This design comes from an exercise in tuning for a short achievable clock period and few clock cycles per item on the open sky130 flow, not from production work. The RTL was checked by simulation tests, not by an equivalence proof against the original design. Power is estimated from default activity; no workload was simulated.

== run A ==
==> flow/design.v (excerpt) <==
module ex_mem_top (
   input  logic        CLK,
   input  logic        nRST,
   input  logic [3:0]  aluop,
   input  logic [31:0] porta,
   input  logic [31:0] portb,
   input  logic [31:0] imm,
   input  logic [31:0] pcn,
   input  logic [1:0]  br_kind,
   input  logic [1:0]  memtoreg,
   input  logic        regwrite,
   input  logic        memread,
   input  logic        memwrite,
   input  logic        halt,
   input  logic [4:0]  dest,
   output logic        ex_ready,
   output logic        branch_taken,
   output logic [31:0] branch_target,
   output logic        cyc,
   output logic        stb,
   output logic        we,
   output logic [31:0] adr,
   output logic [31:0] wdata,
   output logic [3:0]  sel,
   input  logic [31:0] rdata,
   input  logic        ack,
   output logic        retire_valid,
   output logic        retire_regwrite,
   output logic        retire_halt,
   output logic [4:0]  retire_dest,
   output logic [31:0] retire_data
);
Size in the first run: roughly 6200 cells after synthesis, about 2300 flip-flops, ~330 I/O pins, ~94000 µm² of cells after synthesis.
clock: 6.5 ns
lec_check: 0
abc_clock_period_in_ps: 2000
cap_margin: 20
core_margin: 2
core_utilization: 40
setup_slack_margin: 4.6
slew_margin: 20
tns_end_percent: 100
run.sh (not shown) runs the stock make flow with config.mk's settings and CLKGATE_MAP_FILE= SYNTH_SCRIPT=/design/flow/synth_recipe.tcl, a recipe that flattens the netlist after the stock synthesis.
5_1_grt: run A exited with error
Testbench counts of run A, summed over its fixed seeds: cycles 184,104, items 160,000.
Setup changes, run A to run B
diff --git a/flow/config.mk b/flow/config.mk
--- a/flow/config.mk
+++ b/flow/config.mk
@@ -8 +8 @@
-export ABC_CLOCK_PERIOD_IN_PS = 2000
+export ABC_CLOCK_PERIOD_IN_PS = 2300
@@ -12 +12 @@
-export SETUP_SLACK_MARGIN = 4.6
+export SETUP_SLACK_MARGIN = 4.2
Notes after the runs:
Run B reached the final stage; the timing, design-rule and antenna checks on its layout passed.
Number of I/O port buffers came out exactly the same in run B and run A.
As of run B, post-detailed-placement half-perimeter wirelength had risen by a few percent compared to run A.
Buffers inserted during post-CTS setup optimization shrinks by more than half when moving from run A to run B.
Diff run B..run A | count of distinct cell types in the synthesized netlist | unchanged
Compare run B and run A | last weighted congestion value of the routability-driven placer higher: run B
Input-level comparison between run C and run B:
diff --git a/flow/config.mk b/flow/config.mk
--- a/flow/config.mk
+++ b/flow/config.mk
@@ -11 +11,2 @@
-export CORE_UTILIZATION = 40
+export CORE_UTILIZATION = 55
+export PLACE_DENSITY = 0.7
Results
- Taking run B as the reference, in run C per-cell routed wire length now larger, fmax comparable, clock buffer count now smaller, placer's final routability congestion estimate now larger, leakage power total now larger.
- The cell area reported for run C is smaller than that of run B by 600 µm².
- Sequential share of layout area: run C vs run B up 0.27 points
- There was hardly any difference in clock power between run C and run B.
- Final-report max-slew violation count: run C vs run B identical
- Compare run B and run C | via count lower: run B

========
Another version of the RTL of ex_mem_top (not shown whole).
For scale: about 6400 cells after synthesis, about 2300 flip-flops, ~330 I/O pins.
clock: 6.5 ns
lec_check: 0
abc_clock_period_in_ps: 2300
cap_margin: 20
core_margin: 2
core_utilization: 55
place_density: 0.7
setup_slack_margin: 4.2
slew_margin: 20
tns_end_percent: 100
Testbench counts at the start, summed over its fixed seeds: cycles 184,091, items 160,000.
Then changed:
ABC_CLOCK_PERIOD_IN_PS = 2200   (was 2300)
CORE_UTILIZATION = 60   (was 55)
PLACE_DENSITY = 0.8   (was 0.7)
SETUP_SLACK_MARGIN = 4.4   (was 4.2)
Result: This time the run ended with an error in global routing on GRT-0228; synthesized area is unchanged; synthesized cell count is unchanged.

========
ex_mem_top, a different RTL version from the one above (not shown whole).
Size in the first run: ~4100 cells after synthesis, about 1200 flip-flops, about 55000 sq um of cells after synthesis.
clock: 6.5 ns
lec_check: 0
abc_clock_period_in_ps: 3000
cap_margin: 20
core_margin: 2
core_utilization: 40
setup_slack_margin: 3.5
slew_margin: 20
tns_end_percent: 100
The baseline went through all stages and came out clean.
Testbench counts at the start, summed over its fixed seeds: cycles 184,260, items 160,000.
Change:
--- a/flow/config.mk
+++ b/flow/config.mk
@@ -8 +7,0 @@
-export ABC_CLOCK_PERIOD_IN_PS = 3000
@@ -12 +10,0 @@
-export SETUP_SLACK_MARGIN = 3.5
@@ -14 +11,0 @@
-export TNS_END_PERCENT = 100
After rerunning:
- sequential power stays flat
- worst setup slack is worse by 1.4 ns
- die area stays the same
- via count shrinks by 6.6%
- sequential share of layout area grows by 3.9 points
- critical path depth shrinks by 7
- synthesized area is unchanged
- power shrinks by 5.4%
- wire length shrinks by 6.1%
- final cell count shrinks by 3.5%

========
## job 1651
ex_mem_top, a different RTL version from the one above (not shown whole).
Size: ~330 I/O pins, ~96,000 um2 of cells after synthesis.
Settings: LEC_CHECK=0, ABC_CLOCK_PERIOD_IN_PS=2300, CAP_MARGIN=20, CORE_MARGIN=2, CORE_UTILIZATION=55, PLACE_DENSITY=0.7, SETUP_SLACK_MARGIN=4.2, SLEW_MARGIN=20, TNS_END_PERCENT=100; clock period 6.5 ns.
Job 1651 reached the end of the flow, and the finished layout is clean on the timing, design-rule and antenna checks.
Testbench counts of job 1651, summed over its fixed seeds: cycles 184,091, items 160,000.
Input-level comparison between job 9096 and job 1651:
- CORE_UTILIZATION: 55 -> 40
- PLACE_DENSITY: 0.7 -> unset
- Changes observed in job 9096 relative to job 1651: async set or reset register ratio after synthesis flat; register-to-register slack increased 0.02 ns; instance area after placement picked up an extra 1000 um2; total power saw an increase.
- Count of non-CTS buffers in the layout, job 1651 and job 9096: larger value in job 9096
- The final reports for job 9096 and job 1651 show design area higher in the former.
- Number of flops mapped to enable cells by yosys came out exactly the same in job 1651 and job 9096.

========
Setup of east:
Another version of the RTL of ex_mem_top (not shown whole).
Design ex_mem_top, start of the top module:
module ex_mem_top (
   input  logic        CLK,
   input  logic        nRST,
   input  logic [3:0]  aluop,
   input  logic [31:0] porta,
   input  logic [31:0] portb,
   input  logic [31:0] imm,
   input  logic [31:0] pcn,
   input  logic [1:0]  br_kind,
   input  logic [1:0]  memtoreg,
   input  logic        regwrite,
   input  logic        memread,
   input  logic        memwrite,
   input  logic        halt,
   input  logic [4:0]  dest,
   output logic        ex_ready,
   output logic        branch_taken,
   output logic [31:0] branch_target,
   output logic        cyc,
   output logic        stb,
   output logic        we,
   output logic [31:0] adr,
   output logic [31:0] wdata,
   output logic [3:0]  sel,
   input  logic [31:0] rdata,
   input  logic        ack,
   output logic        retire_valid,
   output logic        retire_regwrite,
   output logic        retire_halt,
   output logic [4:0]  retire_dest,
   output logic [31:0] retire_data
);
   localparam int D  = 8;           
   localparam int AW = 3;            
   logic        squash_q, full_q;
   logic        hand;
   branch_resolve u_branch (
      .CLK      (CLK),
      .nRST     (nRST),
      .br_kind  (br_kind),
      .porta    (porta),
      .portb    (portb),
  ...
make LEC_CHECK=0 CAP_MARGIN=20 CORE_MARGIN=2 CORE_UTILIZATION=40 SLEW_MARGIN=20 finish   # period 6.5 ns
Looking at the reports, east completed the entire flow and the layout it produced met the timing, design-rule and antenna checks.
Testbench counts of east, summed over its fixed seeds: cycles 160,400, items 160,000.
## Diff of input files: south against east
Settings: setting SETUP_SLACK_MARGIN to 3.5 for the first time; setting ABC_CLOCK_PERIOD_IN_PS to 3000 for the first time; setting TNS_END_PERCENT to 100 for the first time.
[summary]
- Across both runs, worst setup slack was higher for south than for east.
- Lower biggest cell delay along the critical path among south and east: south
- Of south and east, east shows the lower critical path depth, with south above it.
- Diff east -> south | clock-buffer cell count | down by a few percent
- south against east: fraction of standard cell area in multi-input logic went up 2.6 points, internal power component went up about 7%.
- Between south and east, number of placed cells counting well taps is higher for south, east comes in under that.
- As of south, power had risen by a little under 10% compared to east.

## re-timing with driven ports
No port has a modelled driver above. Below, the same layouts with a new extraction and two added sets of constraints.
Step 1, drivers: a clkbuf_16 drives CLK and a buf_2 each remaining input, both assumed.
Step 2, shift: input delay + t, output delay - t, t = (earliest + latest rising clock arrival at the registers) / 2. This alone moves slack from input paths to output paths.
a / b / c = no drivers / after step 1 / after step 2; a / b = the first two.
| run | shift t [ns] | slack for setup (ns) | worst data-port slew with drivers (ns) |
|---|---|---|---|
| run B | 0.968 | 3.441 / 3.402 / 2.939 | 0.24 |
| run C | 0.972 | 3.442 / 3.390 / 2.876 | 0.25 |
| the first run of note 2 | 0.959 | 3.321 / 3.321 / 2.925 | 0.11 |
| the first run of note 3 | 0.859 | 3.028 / 3.028 / 2.474 | 0.18 |
| the second run of note 3 | 0.835 | 1.632 / 1.632 / 1.213 | 0.17 |
| job 1651 | 0.974 | 3.418 / 3.379 / 2.902 | 0.12 |
| job 9096 | 0.967 | 3.412 / 3.371 / 2.881 | 0.32 |
| east | 0.827 | 0.292 / 0.261 / 0.261 | 0.18 |
| south | 0.837 | 1.317 / 1.262 / 1.262 | 0.24 |
After both steps setup and hold are still met in every run listed. The setup slack of run C, which loses most, moves by -0.052 ns with the drivers and by -0.566 ns with both steps.
